What follows belongs to an exercise in optimizing a design on an open flow for small area, a short achievable clock period and few clock cycles per item; a production flow would make more cautious choices. Function not checked in this run: the RTL went through the layout flow alone. Power and IR drop assume default switching activity.

===== flow/constraint.sdc =====
create_clock -name core_clock -period 8.5 [get_ports {clk}]
set_input_delay 1.7000 -clock core_clock [delete_from_list [all_inputs] [get_ports {clk}]]
set_output_delay 1.7000 -clock core_clock [all_outputs]
set_load 0.01 [all_outputs]

===== flow/config.mk =====
export PLATFORM = sky130hd
export DESIGN_NAME = mat_engine_top
export DESIGN_NICKNAME = mat_engine_top
export VERILOG_FILES = /design/flow/design.v
export SDC_FILE = /design/flow/constraint.sdc
export NUM_CORES = 4
export LEC_CHECK = 0
export CAP_MARGIN = 20
export CORE_MARGIN = 2
export CORE_UTILIZATION = 35
export PLACE_DENSITY = 0.55
export SETUP_SLACK_MARGIN = 4.0
export SLEW_MARGIN = 20

===== flow/design.v =====
`timescale 1ns/1ps
package mat_cfg_pkg;
    localparam int MAT_N  = 4;
    localparam int IDX_W  = 2;
    localparam int ADDR_W = 4;
    localparam int OPND_W = 8;
    localparam int ACC_W  = 20;
    typedef logic signed [OPND_W-1:0] operand_t;
    typedef logic signed [ACC_W-1:0]  acc_t;
    typedef logic [MAT_N*OPND_W-1:0] opnd_row_t;
    typedef logic [MAT_N*ACC_W-1:0] acc_row_t;
endpackage
`timescale 1ns/1ps
package mat_ctrl_pkg;
    typedef enum logic [1:0] {
        OP_NOP    = 2'd0,
        OP_LOAD_A = 2'd1,
        OP_LOAD_B = 2'd2,
        OP_START  = 2'd3
    } host_op_e;
    typedef enum logic [1:0] {
        EX_IDLE,
        EX_MAC,
        EX_STORE
    } exec_state_e;
endpackage
`timescale 1ns/1ps
import mat_ctrl_pkg::*;
module host_cmd_decode (
    input  logic                           clk,
    input  logic                           rst_n,
    input  logic                           cmd_valid,
    input  logic [1:0]                     cmd_op,
    input  logic [mat_cfg_pkg::ADDR_W-1:0] cmd_addr,
    input  mat_cfg_pkg::operand_t          cmd_data,
    input  logic                           busy_next,
    output logic                           wr_a,
    output logic                           wr_b,
    output logic [mat_cfg_pkg::ADDR_W-1:0] wr_addr,
    output mat_cfg_pkg::operand_t          wr_data,
    output logic                           start
);
    logic cmd_ok;
    assign cmd_ok  = cmd_valid && !busy_next;
    assign wr_a    = cmd_ok && (cmd_op == OP_LOAD_A);
    assign wr_b    = cmd_ok && (cmd_op == OP_LOAD_B);
    assign wr_addr = cmd_addr;
    assign wr_data = cmd_data;
    always_ff @(posedge clk or negedge rst_n) begin
        if (!rst_n) begin
            start <= 1'b0;
        end else begin
            start <= cmd_ok && (cmd_op == OP_START);
        end
    end
endmodule
`timescale 1ns/1ps
import mat_cfg_pkg::*;
module operand_bank (
    input  logic                                 clk,
    input  logic                                 rst_n,
    input  logic                                 wr_a,
    input  logic                                 wr_b,
    input  logic [mat_cfg_pkg::ADDR_W-1:0]       wr_addr,
    input  mat_cfg_pkg::operand_t                wr_data,
    output logic [MAT_N*MAT_N*OPND_W-1:0]        a_all,
    output logic [MAT_N*MAT_N*OPND_W-1:0]        b_all
);
    logic [MAT_N*MAT_N*OPND_W-1:0] mat_a;
    logic [MAT_N*MAT_N*OPND_W-1:0] mat_b;
    always_ff @(posedge clk or negedge rst_n) begin
        if (!rst_n) begin
            mat_a <= '0;
            mat_b <= '0;
        end else begin
            for (int i = 0; i < MAT_N*MAT_N; i++) begin
                if (wr_a && wr_addr == ADDR_W'(i)) mat_a[i*OPND_W +: OPND_W] <= wr_data;
                if (wr_b && wr_addr == ADDR_W'(i)) mat_b[i*OPND_W +: OPND_W] <= wr_data;
            end
        end
    end
    assign a_all = mat_a;
    assign b_all = mat_b;
endmodule
`timescale 1ns/1ps
import mat_cfg_pkg::*;
module matmul_execute (
    input  logic                            clk,
    input  logic                            rst_n,
    input  logic                            start,
    input  logic [MAT_N*MAT_N*OPND_W-1:0]   a_all,
    input  logic [MAT_N*MAT_N*OPND_W-1:0]   b_all,
    output logic                            busy,
    output logic                            busy_next,
    output logic                            done,
    output logic                            res_we,
    output logic [ADDR_W-1:0]               res_idx,
    output logic [ACC_W-1:0]                res_data
);
    localparam int PW = 2*OPND_W;
    logic              run;
    logic [ADDR_W-1:0] step;
    logic [ADDR_W-1:0] midx;
    logic [ADDR_W-1:0] pidx;
    logic              fin;
    logic [IDX_W-1:0]  r;
    logic [IDX_W-1:0]  c;
    logic signed [PW-1:0] prod   [MAT_N];
    logic signed [PW-1:0] prod_q [MAT_N];
    assign midx = {step[ADDR_W-1:1], step[0] | start};
    assign r    = midx[ADDR_W-1:IDX_W];
    assign c    = midx[IDX_W-1:0];
    assign fin  = run && (pidx == ADDR_W'(MAT_N*MAT_N - 1));
    assign busy_next = start || (busy && !fin);
    always_ff @(posedge clk or negedge rst_n) begin
        if (!rst_n) begin
            run  <= 1'b0;
            step <= '0;
            busy <= 1'b0;
            done <= 1'b0;
        end else begin
            step <= (midx == '0) ? '0 : midx + 1'b1;
            busy <= busy_next;
            if (start) begin
                run  <= 1'b1;
                done <= 1'b0;
            end else if (fin) begin
                run  <= 1'b0;
                done <= 1'b1;
            end
        end
    end
    always_comb begin
        for (int k = 0; k < MAT_N; k++) begin
            prod[k] = $signed(a_all[(r*MAT_N + k)*OPND_W +: OPND_W])
                    * $signed(b_all[(k*MAT_N + c)*OPND_W +: OPND_W]);
        end
    end
    always_ff @(posedge clk) begin
        pidx <= midx;
        for (int k = 0; k < MAT_N; k++) prod_q[k] <= prod[k];
    end
    assign res_data = ACC_W'(prod_q[0]) + ACC_W'(prod_q[1])
                    + ACC_W'(prod_q[2]) + ACC_W'(prod_q[3]);
    assign res_we   = start || run;
    assign res_idx  = pidx;
endmodule
`timescale 1ns/1ps
import mat_cfg_pkg::*;
module result_store (
    input  logic                           clk,
    input  logic                           res_we,
    input  logic [ADDR_W-1:0]              res_idx,
    input  mat_cfg_pkg::acc_t              res_data,
    input  logic [ADDR_W-1:0]              rd_addr,
    output mat_cfg_pkg::acc_t              rd_data
);
    logic [ACC_W-1:0] res [MAT_N*MAT_N];
    always_ff @(posedge clk) begin
        for (int i = 0; i < MAT_N*MAT_N; i++) begin
            if (res_we && res_idx == ADDR_W'(i)) res[i] <= res_data;
        end
    end
    assign rd_data = res[rd_addr];
endmodule
`timescale 1ns/1ps
import mat_cfg_pkg::*;
module mat_engine_top (
    input  logic                           clk,
    input  logic                           rst_n,
    input  logic                           cmd_valid,
    input  logic [1:0]                     cmd_op,
    input  logic [mat_cfg_pkg::ADDR_W-1:0] cmd_addr,
    input  logic [mat_cfg_pkg::OPND_W-1:0] cmd_data,
    input  logic [mat_cfg_pkg::ADDR_W-1:0] rd_addr,
    output logic [mat_cfg_pkg::ACC_W-1:0]  rd_data,
    output logic                           busy,
    output logic                           done
);
    logic                          wr_a;
    logic                          wr_b;
    logic [ADDR_W-1:0]             wr_addr;
    mat_cfg_pkg::operand_t         wr_data;
    logic                          start;
    logic                          busy_next;
    logic [MAT_N*MAT_N*OPND_W-1:0] a_all;
    logic [MAT_N*MAT_N*OPND_W-1:0] b_all;
    logic                          res_we;
    logic [ADDR_W-1:0]             res_idx;
    logic [ACC_W-1:0]              res_data;
    host_cmd_decode u_decode (
        .clk       (clk),
        .rst_n     (rst_n),
        .cmd_valid (cmd_valid),
        .cmd_op    (cmd_op),
        .cmd_addr  (cmd_addr),
        .cmd_data  (cmd_data),
        .busy_next (busy_next),
        .wr_a      (wr_a),
        .wr_b      (wr_b),
        .wr_addr   (wr_addr),
        .wr_data   (wr_data),
        .start     (start)
    );
    operand_bank u_bank (
        .clk     (clk),
        .rst_n   (rst_n),
        .wr_a    (wr_a),
        .wr_b    (wr_b),
        .wr_addr (wr_addr),
        .wr_data (wr_data),
        .a_all   (a_all),
        .b_all   (b_all)
    );
    matmul_execute u_exec (
        .clk      (clk),
        .rst_n    (rst_n),
        .start    (start),
        .a_all    (a_all),
        .b_all    (b_all),
        .busy     (busy),
        .busy_next(busy_next),
        .done     (done),
        .res_we   (res_we),
        .res_idx  (res_idx),
        .res_data (res_data)
    );
    result_store u_result (
        .clk      (clk),
        .res_we   (res_we),
        .res_idx  (res_idx),
        .res_data (res_data),
        .rd_addr  (rd_addr),
        .rd_data  (rd_data)
    );
endmodule

===== flow/run.sh =====
#!/bin/bash
# synth_recipe.tcl (not shown) runs the flow's synth.tcl, then flattens the netlist and writes it again
# the make line also repeats each setting of config.mk as NAME=value (left out here)
make -C /OpenROAD-flow-scripts/flow DESIGN_CONFIG=/design/flow/config.mk WORK_HOME=/design/flow/orfs CLKGATE_MAP_FILE= SYNTH_SCRIPT=/design/flow/synth_recipe.tcl finish

==> summary.txt <==
[layout by cell type, fill, tap and decap left out, types with 60 or more instances in the layout]
cell / netlist / layout
nand2_1: 144 / 123
inv_1: 343 / 319
mux4_2: 60 / 60
nor2_1: 109 / 78
mux2_2: 262 / 260
buf_4: 1 / 140
ha_1: 152 / 112
dfxtp_1: 68 / 68
clkbuf_16: 0 / 72
fa_1: 238 / 223
dfrtp_1: 264 / 261
edfxtp_1: 320 / 320
and2_1: 165 / 144
[per-stage QoR]
| stage | util | cells | area [um2] | hold slack, ps | power [mW] |
|---|---|---|---|---|---|
| detailed placement | 0.380 | 4220 | 39400 | 489 | 12.4 |
| CTS | 0.422 | 4468 | 43800 | 503 | 16.0 |
| global placement | 0.380 | 4220 | 39400 | 483 | 12.3 |
| finish | 0.435 | 4548 | 45100 | 500 | 17.0 |
| floorplan | - | 2827 | 37200 | 345 | 9.85 |
| global route | 0.435 | 4544 | 45100 | 509 | 18.0 |
[metal layers]
layer | wire length (um) | track usage
met2 | 45100 | 0.289
met4 | 2740 | 0.0491
met3 | 4510 | 0.0243
met5 | 0 | 0
met1 | 43000 | 0.243
[worst max-delay path, delay by kind of cell (launching register included)]
family                   cells  cell delay [ps]
adder cells (fa/ha/maj)      5             2230
buffers and inverters        6              480
AO/OA/AOI/OAI                4              810
multiplexers                 1              510
XOR/XNOR                     1              150
flip-flops                   1              430
AND/OR/NAND/NOR              3              780
[registers in the layout, indices dropped and copies added (netlist names)]
name / cells
u_result.res: 320
u_bank.mat_a: 128
u_bank.mat_b: 128
u_exec.prod_q: 64
u_exec.pidx: 4
u_exec.step: 4
u_decode.start: 1
u_exec.busy: 1
u_exec.done: 1
u_exec.run: 1
[final timing paths]
check,endpoint,cells past startpoint
hold / removal,u_bank.mat_b[51],1
max in group asynchronous,u_exec.step[2],2
hold reg to reg,u_bank.mat_b[51],1
setup / recovery,u_exec.prod_q[2][15],20
setup reg to reg,u_exec.prod_q[2][15],20
min in group asynchronous,u_bank.mat_b[1],1
[area by class of cell]
cell class,count,share of cell area
multi-input combinational,1751,0.423
sequential,652,0.390
clock inverter,25,0.00800
inverter,345,0.0291
antenna,4,0.000222
tap,1380,0.0383
clock buffer,102,0.0438
timing repair buffer,289,0.0669
[power breakdown]
part / internal [mW] / total, mW / leakage (nW) / switching [mW]
combinational: 3.16 / 7.97 / 11.1 / 4.82
sequential: 5.59 / 5.93 / 7.07 / 0.342
clock: 1.79 / 3.10 / 1.12 / 1.31
total: 10.5 / 17.0 / 19.2 / 6.46
[what timing repair did]
action,4_1_cts,5_1_grt
gates resized for setup,302,173
buffers inserted,118,71
cloned,3,4
hold endpoints to repair,0,0
endpoints found under the setup margin,129,190
pin swaps,148,154
[kinds of logic after synthesis]
group / count (synthesis) / synth area share
and+or+nand+nor: 611 / 0.0887
adders and majority gates: 390 / 0.182
xor gates and xnor gates: 88 / 0.0210
buffers and inverters: 426 / 0.0444
DFF: 652 / 0.480
muxes: 327 / 0.119
AOI/OAI and AO/OA: 333 / 0.0652
==> flow_summary.yaml <==
critical_path:
  crit_chain: "or2_4, buf_12, buf_12, mux4_2, and2_4, fa_1, inv_2, fa_1, inv_2, fa_1, inv_1, fa_1, inv_2, ha_4, or3_4, a311oi_4, o21ai_2, a31o_2, a21oi_4, xnor2_2"
  critPathLaunch: "u_decode.start"
  worstSetupStartpointType: "register"
  reg2reg_slack_ps: 3030
  slowest_delay_ps: 550
  cpMostUsedCell: "fa_1"
  cpMaxStageDelayCell: "fa_1"
  crit_fanout: 5
  end_kind: "register"
  crit_type: "register to register"
  cp_data_arrival_time_ps: 6000
  critical_path_required_ps: 9030
  timing.rr.start: "u_decode.start"
logic_synthesis:
  syn_nets: 3238
  yosysTopAreaCell: "edfxtp_1"
  yosysUniqueCellTypes: 83
  synth_edf_count: 320
  seq_area_frac_synth: 0.480
  syn_avg_cell_area_um2: 13.0
  synthTopCellsByArea: "edfxtp_1 (26%), dfrtp_1 (18%), fa_1 (13%), mux2_2 (8.1%), ha_1 (5.2%)"
  ys_ff_latch: 652
  synth_ff_type: "edfxtp_1"
  mappedNetlistArea_um2: 36600
  yosysMostFrequentCell: "inv_1"
  yosysWarningCount: 7
  synth_commonest_cells: "inv_1 (343), edfxtp_1 (320), dfrtp_1 (264)"
  synthCells: 2827
  yosysTopAreaCellShare: 0.262
  async_reset_ff_frac: 0.405
cts:
  clockRootBuffer: "clkbuf_16"
  clkSlewWorstSetupHoldPaths_ps: 60
  hold_buffers: 0
  cts_buffers: 72
  clkLatencyLatePin_ps: 630
  cts.path.max_buffers: 3
  cts_tree: "done"
  cts-htree-levels: 3
  clock_sinks: 652
sta:
  max_freq_mhz: 183
  finalCritPeriodShare: 0.644
  worstMarginPinSlew_ps: 1140
  setup_viol: 0
  slew_headroom: 0.234
  rsz0062_at_grt: "true"
  fin_setup_tns_ps: 0
  setup_ws_ps: 3030
  fin_crit_ps: 5470
  clock-skew-final_ps: 35.8
  drv_slew: 0
  hold_viol: 0
floorplan:
  core_area_um2: 104000
  pin_count: 43
  dieArea_um2: 107000
  initial_core_util: 0.353
  die_w_um: 327
  fp-row-count: 118
  die_height_um: 327
placement:
  io_buffer_count: 42
  place_worst_setup_slack_ps: 1510
  dp_hpwl_um: 62400
  gp_congestion: 0.806
finish:
  fin_nets: 3522
  drive_gt1_frac: 0.329
  nFillCells: 9523
  multiInputGateArea_um2: 19100
  syn_to_final_growth_pct: 23.0
  regArea_um2: 17600
hold_path:
  holdCritStartpoint: "u_bank.mat_b[51]"
  hold_path.class: "register to register"
pwr:
  ir_drop_uv: 721
  p_leak_nw: 19.2
  power_density_nw_per_um2: 377
route:
  drt_first_pass_iters: 6
  drc_errors: 0
  vias_per_cell: 5.06
  drtIter0Drc: 1642
  vias: 23000
  antenna_left: 0
  post_drt_wl_per_cell_um: 20.9
  drt_wl_total_um: 95300
global_routing:
  track_usage: 0.176
  grt_pass1_wl_um: 144000
  antenna_found_initial: 0
  overflow: 0
  grt_pass1_vias: 23700
  grt_max_degree: 151
job:
  cap_violations: 0
outcome:
  status: "no timing/DRC/antenna violations"

-- re-timing with driven ports --
How much do the figures lean on ideal ports? The routed layout below was timed once more, with nothing changed but the port constraints. Step 1: set_driving_cell puts a clkbuf_16 on clk and a buf_2 on each other input, an assumption about the parent block. Step 2 also shifts input and output timing later by t, the mid clock arrival at the registers, as if the neighbouring blocks saw the same clock. Slacks: no drivers / after step 1 / after step 2; pairs: no drivers / after step 1.
t (ns): 0.677
slack for setup (ns): 3.027 / 3.027 / 3.027
clock arrival spread, ns: 0.036 / 0.036
worst register clock-pin slew, ns: 0.07 / 0.07
After both steps setup and hold are still met in this run. For this run, drivers alone change the setup slack by 0.000 ns; drivers and shift together by 0.000 ns.
